Context: an optimization exercise on an open-source flow, tuned for small area, a short achievable clock period and few clock cycles. The choices shown serve that exercise and are no tape-out recipe. The RTL was checked by simulation tests, not by an equivalence proof against the original design.

==> run H: inputs <==
==> flow/design.v <==
package sjpe_pkg;
    localparam int MAX_DEGREE_DEF = 63;
    localparam int MAX_ORDER_DEF  = 15;
    localparam int K_W    = 5;     
    localparam int N_W    = 7;     
    localparam int X_W    = 32;
    localparam int V_W    = 64;
    localparam int M_W    = 128;
    localparam int MULT_W = 16;
    localparam logic [2:0] OP_VALUE   = 3'd0;
    localparam logic [2:0] OP_DERIV   = 3'd1;
    localparam logic [2:0] OP_WEIGHT  = 3'd2;
    localparam logic [2:0] OP_WDERIV  = 3'd3;
    localparam logic [2:0] OP_WDERIV2 = 3'd4;
    localparam logic [1:0] FIN_NONE   = 2'd0;
    localparam logic [1:0] FIN_SCALE  = 2'd1;
    localparam logic [1:0] FIN_WEIGHT = 2'd2;
    localparam logic [1:0] FIN_ZERO   = 2'd3;
    localparam logic [2:0] MS_C1X = 3'd0;
    localparam logic [2:0] MS_MA  = 3'd1;
    localparam logic [2:0] MS_MB  = 3'd2;
    localparam logic [2:0] MS_XX  = 3'd3;
    localparam logic [2:0] MS_FIN = 3'd4;
    typedef struct packed {
        logic signed [X_W-1:0] x;
        logic [K_W-1:0]        k;
        logic [N_W-1:0]        n;
        logic [1:0]            fin;
        logic                  negate;
        logic                  halve;
        logic [MULT_W-1:0]     mult;
        logic                  ns;
    } job_t;
    typedef struct packed {
        logic       init;
        logic       mul_start;
        logic [2:0] msel;
        logic       keep_t;
        logic       keep_ma;
        logic       combine;
        logic       div_start;
        logic       fin_rnd;
        logic       step;
        logic       load_w;
        logic       fin_res;
        logic       out_load;
    } cmd_t;
    typedef struct packed {
        logic mul_done;
        logic div_done;
        logic more;
        logic out_free;
    } stat_t;
endpackage
module symmetric_jacobi_poly_eval
(
    input  logic               clk,
    input  logic               rst_n,
    input  logic               in_valid,
    output logic               in_stall,
    input  logic [2:0]         operation,
    input  logic [5:0]         degree,
    input  logic signed [31:0] x_value,
    output logic               out_valid,
    input  logic               out_stall,
    output logic signed [63:0] result_value,
    output logic               saturated,
    output logic               not_supported,
    input  logic               psel,
    input  logic               penable,
    input  logic               pwrite,
    input  logic [2:0]         paddr,
    input  logic [31:0]        pwdata,
    output logic [31:0]        prdata,
    output logic               pready
);
    localparam int R  = 8;           
    localparam int ND = 64 / R;      
    localparam int NX = 32 / R;      
    localparam logic [3:0] S_IDLE = 4'd0;
    localparam logic [3:0] S_DEC  = 4'd1;
    localparam logic [3:0] S_WARM = 4'd2;
    localparam logic [3:0] S_PASS = 4'd3;
    localparam logic [3:0] S_MLST = 4'd4;
    localparam logic [3:0] S_COMB = 4'd5;
    localparam logic [3:0] S_FIN1 = 4'd6;
    localparam logic [3:0] S_FIN2 = 4'd7;
    localparam logic [1:0] M_REC = 2'd0;    
    localparam logic [1:0] M_FIN = 2'd1;    
    localparam logic [1:0] M_X2  = 2'd2;    
    logic [3:0] order_reg;
    logic [3:0] prd_reg;
    assign pready = 1'b1;
    always_ff @(posedge clk or negedge rst_n)
    begin
        if (!rst_n)
            order_reg <= 4'd0;
        else if (psel && penable && pwrite && (paddr[2] == 1'b0))
            order_reg <= pwdata[3:0];
    end
    always_ff @(posedge clk)
    begin
        if (psel && !penable)
            prd_reg <= paddr[2] ? 4'd0 : order_reg;
    end
    assign prdata = {28'b0, prd_reg};
    logic [3:0]   state;
    logic [3:0]   cnt;          
    logic         x2act;        
    logic [1:0]   xcnt;
    logic         wload;        
    logic         dv;           
    logic         dfirst;
    logic [1:0]   dmode;
    logic         dsub;
    logic [R-1:0] dig_a, dig_b;
    logic [2:0]   op_r;
    logic [5:0]   deg_r;
    logic [31:0]  x_r;
    logic [3:0]   k_r;
    logic         xsign;
    logic [31:0]  xabs;
    logic [4:0]   kq;           
    logic [6:0]   nq;           
    logic         f_zero, f_weight, f_halve, f_neg, f_ns;
    logic [12:0]  mult;
    logic [45:0]  c1x;          
    logic [37:0]  xj;           
    logic [12:0]  c2;           
    logic [6:0]   jj;
    logic [12:0]  dnext;        
    logic [6:0]   ii;
    logic [12:0]  ddiv;         
    logic [12:0]  rem;
    logic [63:0]  dvd;
    logic         ovf;          
    logic         dneg;         
    logic [63:0]  pmag;         
    logic         psign;
    logic         cur_na;       
    logic         psub;
    logic [1:0]   pmode;
    logic         psrc_div;
    logic         pconst;       
    logic         sat_r;
    logic [61:0]  wabs;
    logic         wsign;
    logic [127:0] acc;
    logic [79:0]  q_r;
    logic         fneg;
    logic         ov_r;
    logic [63:0]  res_r;
    logic         sat_o, ns_o;
    assign in_stall      = (state != S_IDLE);
    assign out_valid     = ov_r;
    assign result_value  = res_r;
    assign saturated     = sat_o;
    assign not_supported = ns_o;
    wire accept   = in_valid && (state == S_IDLE);
    wire x2busy   = x2act || wload || (dv && dmode == M_X2);
    wire out_free = !ov_r || !out_stall;
    logic [4:0]  kq_c;
    logic [6:0]  nq_c;
    logic        zero_c, weight_c, halve_c, neg_c, ns_c;
    logic [12:0] mult_c;
    always_comb
    begin
        kq_c     = {1'b0, k_r};
        nq_c     = {1'b0, deg_r};
        zero_c   = 1'b0;
        weight_c = 1'b0;
        halve_c  = 1'b0;
        neg_c    = 1'b0;
        ns_c     = 1'b0;
        mult_c   = 13'd1;
        case (op_r)
            3'd0: ;
            3'd1, 3'd3:
            begin
                if (op_r == 3'd1 || k_r == 4'd0)
                begin
                    kq_c    = {1'b0, k_r} + 5'd1;
                    nq_c    = {1'b0, deg_r} - 7'd1;
                    zero_c  = (deg_r == 6'd0);
                    halve_c = 1'b1;
                    mult_c  = 13'(deg_r) + 13'({k_r, 1'b0}) + 13'd1;
                end
                else
                begin
                    kq_c   = {1'b0, k_r} - 5'd1;
                    nq_c   = {1'b0, deg_r} + 7'd1;
                    neg_c  = 1'b1;
                    mult_c = 13'({deg_r + 7'd1, 1'b0});
                end
            end
            3'd2:
                weight_c = 1'b1;
            3'd4:
            begin
                if (k_r == 4'd0)
                begin
                    zero_c = 1'b1;
                    ns_c   = 1'b1;
                end
                else
                begin
                    neg_c  = 1'b1;
                    mult_c = (13'(deg_r) + 13'd1) * (13'(deg_r) + 13'({k_r, 1'b0}));
                end
            end
            default:
                zero_c = 1'b1;
        endcase
    end
    logic [12:0]  dv_rem;
    logic [R-1:0] dv_q;
    logic [13:0]  dv_r2;
    logic [14:0]  dv_sub;
    always_comb
    begin
        dv_rem = rem;
        for (int b = 0; b < R; b++)
        begin
            dv_r2  = {dv_rem, dvd[63 - b]};
            dv_sub = {1'b0, dv_r2} - {2'b0, ddiv};
            dv_q[R - 1 - b] = !dv_sub[14];
            dv_rem = dv_sub[14] ? dv_r2[12:0] : dv_sub[12:0];
        end
    end
    logic [R-1:0] ovf_dig;
    always_comb
    begin
        if (cnt == 4'd0)
            ovf_dig = dneg ? {1'b1, {(R-1){1'b0}}} : {1'b0, {(R-1){1'b1}}};
        else
            ovf_dig = dneg ? {R{1'b0}} : {R{1'b1}};
    end
    logic [63:0]  p0_sh;
    logic [R-1:0] p0_dig;
    always_comb
    begin
        p0_sh  = 64'h0000_0000_4000_0000 << (R * cnt);
        p0_dig = p0_sh[63:64-R];
    end
    logic [R-1:0] div_dig;
    assign div_dig = ovf ? ovf_dig : dv_q;
    logic [61:0]  coef_a;
    logic [69:0]  prod_a;
    logic [20:0]  prod_b;
    logic [127:0] term_b;
    logic [127:0] acc_nx;
    always_comb
    begin
        case (dmode)
            M_REC:   coef_a = 62'(c1x);
            M_X2:    coef_a = 62'(xabs);
            default: coef_a = f_weight ? wabs : 62'(mult);
        endcase
        prod_a = coef_a * dig_a;
        prod_b = (dmode == M_REC) ? (c2 * dig_b) : 21'd0;
        term_b = {77'b0, prod_b, 30'b0};
        acc_nx = (dfirst ? 128'd0 : {acc[127-R:0], {R{1'b0}}}) + {58'b0, prod_a}
               + (dsub ? (~term_b + 128'd1) : term_b);
    end
    logic         cb_s;
    logic [127:0] cb_t;
    logic [97:0]  cb_T;
    logic [34:0]  cb_th;
    logic         cb_ovf, cb_sat, cb_neg;
    always_comb
    begin
        cb_s   = acc[127];
        cb_t   = (acc ^ {128{cb_s}}) + {127'b0, cb_s} + {86'b0, dnext, 29'b0};
        cb_T   = cb_t[127:30];
        cb_th  = cb_T[97:63];
        cb_neg = cur_na ^ cb_s;
        cb_ovf = (cb_th >= 35'(dnext));
        if (cb_neg)
            cb_sat = (cb_th > 35'(dnext)) || ((cb_th == 35'(dnext)) && (cb_T[62:0] >= 63'(dnext)));
        else
            cb_sat = cb_ovf;
    end
    logic [127:0] fn_sum;
    logic [79:0]  fn_q;
    logic [63:0]  fn_lim, fn_mag, fn_val;
    logic         fn_over;
    always_comb
    begin
        if (f_weight)
            fn_sum = acc + {68'b0, 1'b1, 59'b0};
        else
            fn_sum = acc + {127'b0, f_halve};
        if (f_weight)
            fn_q = {12'b0, fn_sum[127:60]};
        else if (f_halve)
            fn_q = fn_sum[80:1];
        else
            fn_q = fn_sum[79:0];
        fn_lim  = fneg ? 64'h8000_0000_0000_0000 : 64'h7fff_ffff_ffff_ffff;
        fn_over = (|q_r[79:64]) || (q_r[63:0] > fn_lim);
        fn_mag  = fn_over ? fn_lim : q_r[63:0];
        fn_val  = fneg ? (~fn_mag + 64'd1) : fn_mag;
    end
    always_ff @(posedge clk or negedge rst_n)
    begin
        if (!rst_n)
        begin
            state <= S_IDLE;
            x2act <= 1'b0;
            wload <= 1'b0;
            dv    <= 1'b0;
            ov_r  <= 1'b0;
        end
        else
        begin
            dv    <= 1'b0;
            wload <= dv && (dmode == M_X2) && !x2act;
            if (out_free)
                ov_r <= 1'b0;
            if (x2act)
            begin
                dv <= 1'b1;
                if (xcnt == 2'(NX - 1))
                    x2act <= 1'b0;
            end
            case (state)
                S_IDLE:
                    if (accept)
                        state <= S_DEC;
                S_DEC:
                begin
                    if (zero_c)
                        state <= S_FIN2;
                    else
                        state <= S_WARM;
                    x2act <= weight_c;
                end
                S_WARM:
                    if (jj == 7'(kq) + 7'd1)
                        state <= S_PASS;
                S_PASS:
                begin
                    if (x2busy)
                        ;
                    else
                    begin
                        dv <= 1'b1;
                        if (cnt == 4'(ND - 1))
                            state <= S_MLST;
                    end
                end
                S_MLST:
                    state <= (pmode == M_REC) ? S_COMB : S_FIN1;
                S_COMB:
                    state <= S_PASS;
                S_FIN1:
                    state <= S_FIN2;
                S_FIN2:
                    if (out_free)
                    begin
                        state <= S_IDLE;
                        ov_r  <= 1'b1;
                    end
                default:
                    state <= S_IDLE;
            endcase
        end
    end
    always_ff @(posedge clk)
    begin
        if (accept)
        begin
            op_r  <= operation;
            deg_r <= degree;
            x_r   <= x_value;
            k_r   <= order_reg;
        end
        if (x2act)
        begin
            xcnt   <= xcnt + 2'd1;
            dig_a  <= xabs[31 - R * xcnt -: R];
            dfirst <= (xcnt == 2'd0);
            dmode  <= M_X2;
            dsub   <= 1'b0;
        end
        if (dv)
            acc <= acc_nx;
        if (wload)
        begin
            wsign <= (acc[63:0] > 64'h1000_0000_0000_0000);
            if (acc[63:0] > 64'h1000_0000_0000_0000)
                wabs <= 62'(acc[63:0] - 64'h1000_0000_0000_0000);
            else
                wabs <= 62'(64'h1000_0000_0000_0000 - acc[63:0]);
        end
        case (state)
            S_DEC:
            begin
                kq       <= kq_c;
                nq       <= nq_c;
                f_zero   <= zero_c;
                f_weight <= weight_c;
                f_halve  <= halve_c;
                f_neg    <= neg_c;
                f_ns     <= ns_c;
                mult     <= mult_c;
                xsign    <= x_r[31];
                xabs     <= x_r[31] ? (~x_r + 32'd1) : x_r;
                c1x      <= '0;
                xj       <= '0;
                c2       <= '0;
                jj       <= '0;
                dnext    <= {6'b0, kq_c, 2'b0} + 13'd4;
                ii       <= 7'd2;
                pmag     <= 64'h0000_0000_4000_0000;
                psign    <= 1'b0;
                sat_r    <= 1'b0;
                xcnt     <= 2'd0;
                cnt      <= 4'd0;
            end
            S_WARM:
            begin
                c1x <= c1x + {6'b0, xj, 2'b0} + 46'(xabs);
                xj  <= xj + 38'(xabs);
                c2  <= c2 + {5'b0, jj, 1'b0};
                jj  <= jj + 7'd1;
                if (jj == 7'(kq) + 7'd1 && nq != 7'd0)
                begin
                    pmag  <= 64'(xj);
                    psign <= xsign;
                end
                cur_na   <= 1'b0;
                psub     <= 1'b1;
                pconst   <= 1'b1;
                psrc_div <= 1'b0;
                pmode    <= (nq >= 7'd2) ? M_REC : M_FIN;
            end
            S_PASS:
            begin
                if (!x2busy)
                begin
                    cnt    <= (cnt == 4'(ND - 1)) ? 4'd0 : cnt + 4'd1;
                    dfirst <= (cnt == 4'd0);
                    dmode  <= pmode;
                    dsub   <= psub;
                    dig_b  <= pconst ? p0_dig : pmag[63:64-R];
                    if (psrc_div)
                    begin
                        dig_a <= div_dig;
                        pmag  <= {pmag[63-R:0], div_dig};
                        rem   <= dv_rem;
                        dvd   <= {dvd[63-R:0], {R{1'b0}}};
                        if (cnt == 4'(ND - 1))
                            psign <= dneg;
                    end
                    else
                    begin
                        dig_a <= pmag[63:64-R];
                        pmag  <= {pmag[63-R:0], pmag[63:64-R]};
                    end
                end
            end
            S_COMB:
            begin
                rem      <= cb_T[76:64];
                dvd      <= cb_T[63:0];
                ddiv     <= dnext;
                ovf      <= cb_ovf;
                dneg     <= cb_neg;
                sat_r    <= sat_r | cb_sat;
                cur_na   <= xsign ^ cb_neg;
                psub     <= (xsign ^ cb_neg) != !psign;
                pconst   <= 1'b0;
                psrc_div <= 1'b1;
                pmode    <= (ii == nq) ? M_FIN : M_REC;
                dnext    <= dnext + {5'b0, ii, 1'b0} + {7'b0, kq, 1'b0} + 13'd1;
                ii       <= ii + 7'd1;
                c1x      <= c1x + {6'b0, xj, 2'b0} + 46'(xabs);
                xj       <= xj + 38'(xabs);
                c2       <= c2 + {5'b0, jj, 1'b0};
                jj       <= jj + 7'd1;
            end
            S_FIN1:
            begin
                q_r  <= fn_q;
                fneg <= f_weight ? (psign ^ wsign) : (psign ^ f_neg);
            end
            S_FIN2:
            begin
                if (out_free)
                begin
                    res_r <= f_zero ? 64'd0 : fn_val;
                    sat_o <= f_zero ? 1'b0 : (sat_r | fn_over);
                    ns_o  <= f_zero ? f_ns : 1'b0;
                end
            end
            default: ;
        endcase
    end
endmodule
==> flow/run.sh <==
#!/bin/bash
# synth_recipe.tcl (not shown) runs the flow's synth.tcl, then flattens the netlist and writes it again
# the make line also repeats each setting of config.mk as NAME=value (left out here)
make -C /OpenROAD-flow-scripts/flow DESIGN_CONFIG=/design/flow/config.mk WORK_HOME=/design/flow/orfs CLKGATE_MAP_FILE= SYNTH_SCRIPT=/design/flow/synth_recipe.tcl finish
==> flow/config.mk <==
export PLATFORM = sky130hd
export DESIGN_NAME = symmetric_jacobi_poly_eval
export DESIGN_NICKNAME = symmetric_jacobi_poly_eval
export VERILOG_FILES = /design/flow/design.v
export SDC_FILE = /design/flow/constraint.sdc
export NUM_CORES = 4
export LEC_CHECK = 0
export ABC_CLOCK_PERIOD_IN_PS = 15000
export CAP_MARGIN = 20
export CORE_MARGIN = 2
export CORE_UTILIZATION = 40
export SLEW_MARGIN = 20
==> flow/constraint.sdc <==
create_clock -name core_clock -period 16.0 [get_ports {clk}]
set_input_delay 3.2000 -clock core_clock [delete_from_list [all_inputs] [get_ports {clk}]]
set_output_delay 3.2000 -clock core_clock [all_outputs]
set_load 0.01 [all_outputs]
==> inputs of run F, as changes to run H <==
--- a/flow/design.v
+++ b/flow/design.v
@@ -112,14 +112,14 @@
     logic         dv;           
     logic         dfirst;
     logic [1:0]   dmode;
-    logic         dsub;
-    logic [R-1:0] dig_a, dig_b;
+    logic [R-1:0] dig_a;
+    logic [21:0]  tb_r;         
     logic [2:0]   op_r;
     logic [5:0]   deg_r;
     logic [31:0]  x_r;
     logic [3:0]   k_r;
     logic         xsign;
-    logic [31:0]  xabs;
+    wire  [31:0]  xabs = x_r;   
     logic [4:0]   kq;           
     logic [6:0]   nq;           
     logic         f_zero, f_weight, f_halve, f_neg, f_ns;
@@ -131,6 +131,7 @@
     logic [12:0]  dnext;        
     logic [6:0]   ii;
     logic [12:0]  ddiv;         
+    logic [14:0]  ddiv3;        
     logic [12:0]  rem;
     logic [63:0]  dvd;
     logic         ovf;          
@@ -146,7 +147,7 @@
     logic [61:0]  wabs;
     logic         wsign;
     logic [127:0] acc;
-    logic [79:0]  q_r;
+    logic         qhi;          
     logic         fneg;
     logic         ov_r;
     logic [63:0]  res_r;
@@ -214,17 +215,37 @@
     end
     logic [12:0]  dv_rem;
     logic [R-1:0] dv_q;
-    logic [13:0]  dv_r2;
-    logic [14:0]  dv_sub;
+    logic [14:0]  dv_r4;
+    logic [15:0]  dv_s1, dv_s2, dv_s3;
     always_comb
     begin
         dv_rem = rem;
-        for (int b = 0; b < R; b++)
+        for (int b = 0; b < R / 2; b++)
         begin
-            dv_r2  = {dv_rem, dvd[63 - b]};
-            dv_sub = {1'b0, dv_r2} - {2'b0, ddiv};
-            dv_q[R - 1 - b] = !dv_sub[14];
-            dv_rem = dv_sub[14] ? dv_r2[12:0] : dv_sub[12:0];
+            dv_r4 = {dv_rem, dvd[63 - 2 * b -: 2]};
+            dv_s1 = {1'b0, dv_r4} - {3'b0, ddiv};
+            dv_s2 = {1'b0, dv_r4} - {2'b0, ddiv, 1'b0};
+            dv_s3 = {1'b0, dv_r4} - {1'b0, ddiv3};
+            if (!dv_s3[15])
+            begin
+                dv_q[R - 1 - 2 * b -: 2] = 2'd3;
+                dv_rem = dv_s3[12:0];
+            end
+            else if (!dv_s2[15])
+            begin
+                dv_q[R - 1 - 2 * b -: 2] = 2'd2;
+                dv_rem = dv_s2[12:0];
+            end
+            else if (!dv_s1[15])
+            begin
+                dv_q[R - 1 - 2 * b -: 2] = 2'd1;
+                dv_rem = dv_s1[12:0];
+            end
+            else
+            begin
+                dv_q[R - 1 - 2 * b -: 2] = 2'd0;
+                dv_rem = dv_r4[12:0];
+            end
         end
     end
     logic [R-1:0] ovf_dig;
@@ -242,11 +263,24 @@
         p0_sh  = 64'h0000_0000_4000_0000 << (R * cnt);
         p0_dig = p0_sh[63:64-R];
     end
+    always_comb
+    begin
+        b_dig  = pconst ? p0_dig : pmag[63:64-R];
+        b_prod = c2 * b_dig;
+        if (pmode != M_REC)
+            b_term = 22'd0;
+        else if (psub)
+            b_term = ~{1'b0, b_prod} + 22'd1;
+        else
+            b_term = {1'b0, b_prod};
+    end
     logic [R-1:0] div_dig;
     assign div_dig = ovf ? ovf_dig : dv_q;
     logic [61:0]  coef_a;
     logic [69:0]  prod_a;
-    logic [20:0]  prod_b;
+    logic [R-1:0] b_dig;
+    logic [20:0]  b_prod;
+    logic [21:0]  b_term;
     logic [127:0] term_b;
     logic [127:0] acc_nx;
     always_comb
@@ -257,10 +291,8 @@
             default: coef_a = f_weight ? wabs : 62'(mult);
         endcase
         prod_a = coef_a * dig_a;
-        prod_b = (dmode == M_REC) ? (c2 * dig_b) : 21'd0;
-        term_b = {77'b0, prod_b, 30'b0};
-        acc_nx = (dfirst ? 128'd0 : {acc[127-R:0], {R{1'b0}}}) + {58'b0, prod_a}
-               + (dsub ? (~term_b + 128'd1) : term_b);
+        term_b = {{76{tb_r[21]}}, tb_r, 30'b0};
+        acc_nx = (dfirst ? 128'd0 : {acc[127-R:0], {R{1'b0}}}) + {58'b0, prod_a} + term_b;
     end
     logic         cb_s;
     logic [127:0] cb_t;
@@ -297,8 +329,8 @@
         else
             fn_q = fn_sum[79:0];
         fn_lim  = fneg ? 64'h8000_0000_0000_0000 : 64'h7fff_ffff_ffff_ffff;
-        fn_over = (|q_r[79:64]) || (q_r[63:0] > fn_lim);
-        fn_mag  = fn_over ? fn_lim : q_r[63:0];
+        fn_over = qhi || (dvd > fn_lim);
+        fn_mag  = fn_over ? fn_lim : dvd;
         fn_val  = fneg ? (~fn_mag + 64'd1) : fn_mag;
     end
     always_ff @(posedge clk or negedge rst_n)
@@ -381,7 +413,7 @@
             dig_a  <= xabs[31 - R * xcnt -: R];
             dfirst <= (xcnt == 2'd0);
             dmode  <= M_X2;
-            dsub   <= 1'b0;
+            tb_r   <= 22'd0;
         end
         if (dv)
             acc <= acc_nx;
@@ -405,7 +437,7 @@
                 f_ns     <= ns_c;
                 mult     <= mult_c;
                 xsign    <= x_r[31];
-                xabs     <= x_r[31] ? (~x_r + 32'd1) : x_r;
+                x_r      <= x_r[31] ? (~x_r + 32'd1) : x_r;
                 c1x      <= '0;
                 xj       <= '0;
                 c2       <= '0;
@@ -442,8 +474,7 @@
                     cnt    <= (cnt == 4'(ND - 1)) ? 4'd0 : cnt + 4'd1;
                     dfirst <= (cnt == 4'd0);
                     dmode  <= pmode;
-                    dsub   <= psub;
-                    dig_b  <= pconst ? p0_dig : pmag[63:64-R];
+                    tb_r   <= b_term;
                     if (psrc_div)
                     begin
                         dig_a <= div_dig;
@@ -465,6 +496,7 @@
                 rem      <= cb_T[76:64];
                 dvd      <= cb_T[63:0];
                 ddiv     <= dnext;
+                ddiv3    <= {2'b0, dnext} + {1'b0, dnext, 1'b0};
                 ovf      <= cb_ovf;
                 dneg     <= cb_neg;
                 sat_r    <= sat_r | cb_sat;
@@ -482,7 +514,8 @@
             end
             S_FIN1:
             begin
-                q_r  <= fn_q;
+                dvd  <= fn_q[63:0];
+                qhi  <= |fn_q[79:64];
                 fneg <= f_weight ? (psign ^ wsign) : (psign ^ f_neg);
             end
             S_FIN2:
ABC_AREA = 1   (was not set)
CORE_UTILIZATION = 55   (was 40)
SETUP_SLACK_MARGIN = 5   (was not set)
==> inputs of run M, as changes to run H <==
--- a/flow/design.v
+++ b/flow/design.v
@@ -112,14 +112,14 @@
     logic         dv;           
     logic         dfirst;
     logic [1:0]   dmode;
-    logic         dsub;
-    logic [R-1:0] dig_a, dig_b;
+    logic [R-1:0] dig_a;
+    logic [21:0]  tb_r;         
     logic [2:0]   op_r;
     logic [5:0]   deg_r;
     logic [31:0]  x_r;
     logic [3:0]   k_r;
     logic         xsign;
-    logic [31:0]  xabs;
+    wire  [31:0]  xabs = x_r;   
     logic [4:0]   kq;           
     logic [6:0]   nq;           
     logic         f_zero, f_weight, f_halve, f_neg, f_ns;
@@ -131,6 +131,7 @@
     logic [12:0]  dnext;        
     logic [6:0]   ii;
     logic [12:0]  ddiv;         
+    logic [14:0]  ddiv3;        
     logic [12:0]  rem;
     logic [63:0]  dvd;
     logic         ovf;          
@@ -146,7 +147,7 @@
     logic [61:0]  wabs;
     logic         wsign;
     logic [127:0] acc;
-    logic [79:0]  q_r;
+    logic         qhi;          
     logic         fneg;
     logic         ov_r;
     logic [63:0]  res_r;
@@ -214,17 +215,37 @@
     end
     logic [12:0]  dv_rem;
     logic [R-1:0] dv_q;
-    logic [13:0]  dv_r2;
-    logic [14:0]  dv_sub;
+    logic [14:0]  dv_r4;
+    logic [15:0]  dv_s1, dv_s2, dv_s3;
     always_comb
     begin
         dv_rem = rem;
-        for (int b = 0; b < R; b++)
+        for (int b = 0; b < R / 2; b++)
         begin
-            dv_r2  = {dv_rem, dvd[63 - b]};
-            dv_sub = {1'b0, dv_r2} - {2'b0, ddiv};
-            dv_q[R - 1 - b] = !dv_sub[14];
-            dv_rem = dv_sub[14] ? dv_r2[12:0] : dv_sub[12:0];
+            dv_r4 = {dv_rem, dvd[63 - 2 * b -: 2]};
+            dv_s1 = {1'b0, dv_r4} - {3'b0, ddiv};
+            dv_s2 = {1'b0, dv_r4} - {2'b0, ddiv, 1'b0};
+            dv_s3 = {1'b0, dv_r4} - {1'b0, ddiv3};
+            if (!dv_s3[15])
+            begin
+                dv_q[R - 1 - 2 * b -: 2] = 2'd3;
+                dv_rem = dv_s3[12:0];
+            end
+            else if (!dv_s2[15])
+            begin
+                dv_q[R - 1 - 2 * b -: 2] = 2'd2;
+                dv_rem = dv_s2[12:0];
+            end
+            else if (!dv_s1[15])
+            begin
+                dv_q[R - 1 - 2 * b -: 2] = 2'd1;
+                dv_rem = dv_s1[12:0];
+            end
+            else
+            begin
+                dv_q[R - 1 - 2 * b -: 2] = 2'd0;
+                dv_rem = dv_r4[12:0];
+            end
         end
     end
     logic [R-1:0] ovf_dig;
@@ -242,11 +263,24 @@
         p0_sh  = 64'h0000_0000_4000_0000 << (R * cnt);
         p0_dig = p0_sh[63:64-R];
     end
+    always_comb
+    begin
+        b_dig  = pconst ? p0_dig : pmag[63:64-R];
+        b_prod = c2 * b_dig;
+        if (pmode != M_REC)
+            b_term = 22'd0;
+        else if (psub)
+            b_term = ~{1'b0, b_prod} + 22'd1;
+        else
+            b_term = {1'b0, b_prod};
+    end
     logic [R-1:0] div_dig;
     assign div_dig = ovf ? ovf_dig : dv_q;
     logic [61:0]  coef_a;
     logic [69:0]  prod_a;
-    logic [20:0]  prod_b;
+    logic [R-1:0] b_dig;
+    logic [20:0]  b_prod;
+    logic [21:0]  b_term;
     logic [127:0] term_b;
     logic [127:0] acc_nx;
     always_comb
@@ -257,10 +291,8 @@
             default: coef_a = f_weight ? wabs : 62'(mult);
         endcase
         prod_a = coef_a * dig_a;
-        prod_b = (dmode == M_REC) ? (c2 * dig_b) : 21'd0;
-        term_b = {77'b0, prod_b, 30'b0};
-        acc_nx = (dfirst ? 128'd0 : {acc[127-R:0], {R{1'b0}}}) + {58'b0, prod_a}
-               + (dsub ? (~term_b + 128'd1) : term_b);
+        term_b = {{76{tb_r[21]}}, tb_r, 30'b0};
+        acc_nx = (dfirst ? 128'd0 : {acc[127-R:0], {R{1'b0}}}) + {58'b0, prod_a} + term_b;
     end
     logic         cb_s;
     logic [127:0] cb_t;
@@ -297,8 +329,8 @@
         else
             fn_q = fn_sum[79:0];
         fn_lim  = fneg ? 64'h8000_0000_0000_0000 : 64'h7fff_ffff_ffff_ffff;
-        fn_over = (|q_r[79:64]) || (q_r[63:0] > fn_lim);
-        fn_mag  = fn_over ? fn_lim : q_r[63:0];
+        fn_over = qhi || (dvd > fn_lim);
+        fn_mag  = fn_over ? fn_lim : dvd;
         fn_val  = fneg ? (~fn_mag + 64'd1) : fn_mag;
     end
     always_ff @(posedge clk or negedge rst_n)
@@ -381,7 +413,7 @@
             dig_a  <= xabs[31 - R * xcnt -: R];
             dfirst <= (xcnt == 2'd0);
             dmode  <= M_X2;
-            dsub   <= 1'b0;
+            tb_r   <= 22'd0;
         end
         if (dv)
             acc <= acc_nx;
@@ -405,7 +437,7 @@
                 f_ns     <= ns_c;
                 mult     <= mult_c;
                 xsign    <= x_r[31];
-                xabs     <= x_r[31] ? (~x_r + 32'd1) : x_r;
+                x_r      <= x_r[31] ? (~x_r + 32'd1) : x_r;
                 c1x      <= '0;
                 xj       <= '0;
                 c2       <= '0;
@@ -442,8 +474,7 @@
                     cnt    <= (cnt == 4'(ND - 1)) ? 4'd0 : cnt + 4'd1;
                     dfirst <= (cnt == 4'd0);
                     dmode  <= pmode;
-                    dsub   <= psub;
-                    dig_b  <= pconst ? p0_dig : pmag[63:64-R];
+                    tb_r   <= b_term;
                     if (psrc_div)
                     begin
                         dig_a <= div_dig;
@@ -465,6 +496,7 @@
                 rem      <= cb_T[76:64];
                 dvd      <= cb_T[63:0];
                 ddiv     <= dnext;
+                ddiv3    <= {2'b0, dnext} + {1'b0, dnext, 1'b0};
                 ovf      <= cb_ovf;
                 dneg     <= cb_neg;
                 sat_r    <= sat_r | cb_sat;
@@ -482,7 +514,8 @@
             end
             S_FIN1:
             begin
-                q_r  <= fn_q;
+                dvd  <= fn_q[63:0];
+                qhi  <= |fn_q[79:64];
                 fneg <= f_weight ? (psign ^ wsign) : (psign ^ f_neg);
             end
             S_FIN2:
SETUP_SLACK_MARGIN = 5   (was not set)
==> flow_summary.ini <==
[sta]
setup_ws_ps = -920
setup_viol = 15

[run_status]
status = failed layout checks
failed_checks = negative setup slack
[end of results for run H]
==> flow_summary.ini <==
[run_status]
status = no timing/DRC/antenna violations

[sta]
setup_viol = 0
slew_violations = 0

[synthesis]
synthFlopType = edfxtp_1
[end of results for run M]
==> flow_summary.ini <==
[cells_and_area]
area_growth_pct = 7.94

[sta]
rsz0062_at_grt = no
setup_viol = 0

[synthesis]
yosys_warnings = 1

[setup_path]
cp_num_buf_inv = 6

[run_status]
status = no timing/DRC/antenna violations

[routing]
vias = 84300
[end of results for run F]
Testbench counts of run H, summed over its fixed seeds: cycles 101,678.
Testbench counts of run F, summed over its fixed seeds: cycles 101,678.
Testbench counts of run M, summed over its fixed seeds: cycles 101,678.

what the ideal ports hide:
The results above use ideal ports. As a check the final layouts listed here were re-extracted and re-timed, cells and wires unchanged.
Step 1, drivers: a clkbuf_16 drives clk and a buf_2 each remaining input, both assumed.
Step 2, shift: input delay + t, output delay - t, t = (earliest + latest rising clock arrival at the registers) / 2. This alone moves slack from input paths to output paths.
Three values: ideal, step 1, step 2; two values: the first two.
run	t (ns)	setup slack, ns	worst hold slack (ns)	worst data-port slew with drivers (ns)	pins driven straight from the clock port
run H	0.840	-0.920 / -0.920 / -0.920	0.461 / 0.461 / 0.461	0.03	1
run F	0.807	5.599 / 5.599 / 5.599	0.488 / 0.488 / 0.488	0.08	1
run M	0.835	5.346 / 5.346 / 5.346	0.478 / 0.478 / 0.478	0.09	1
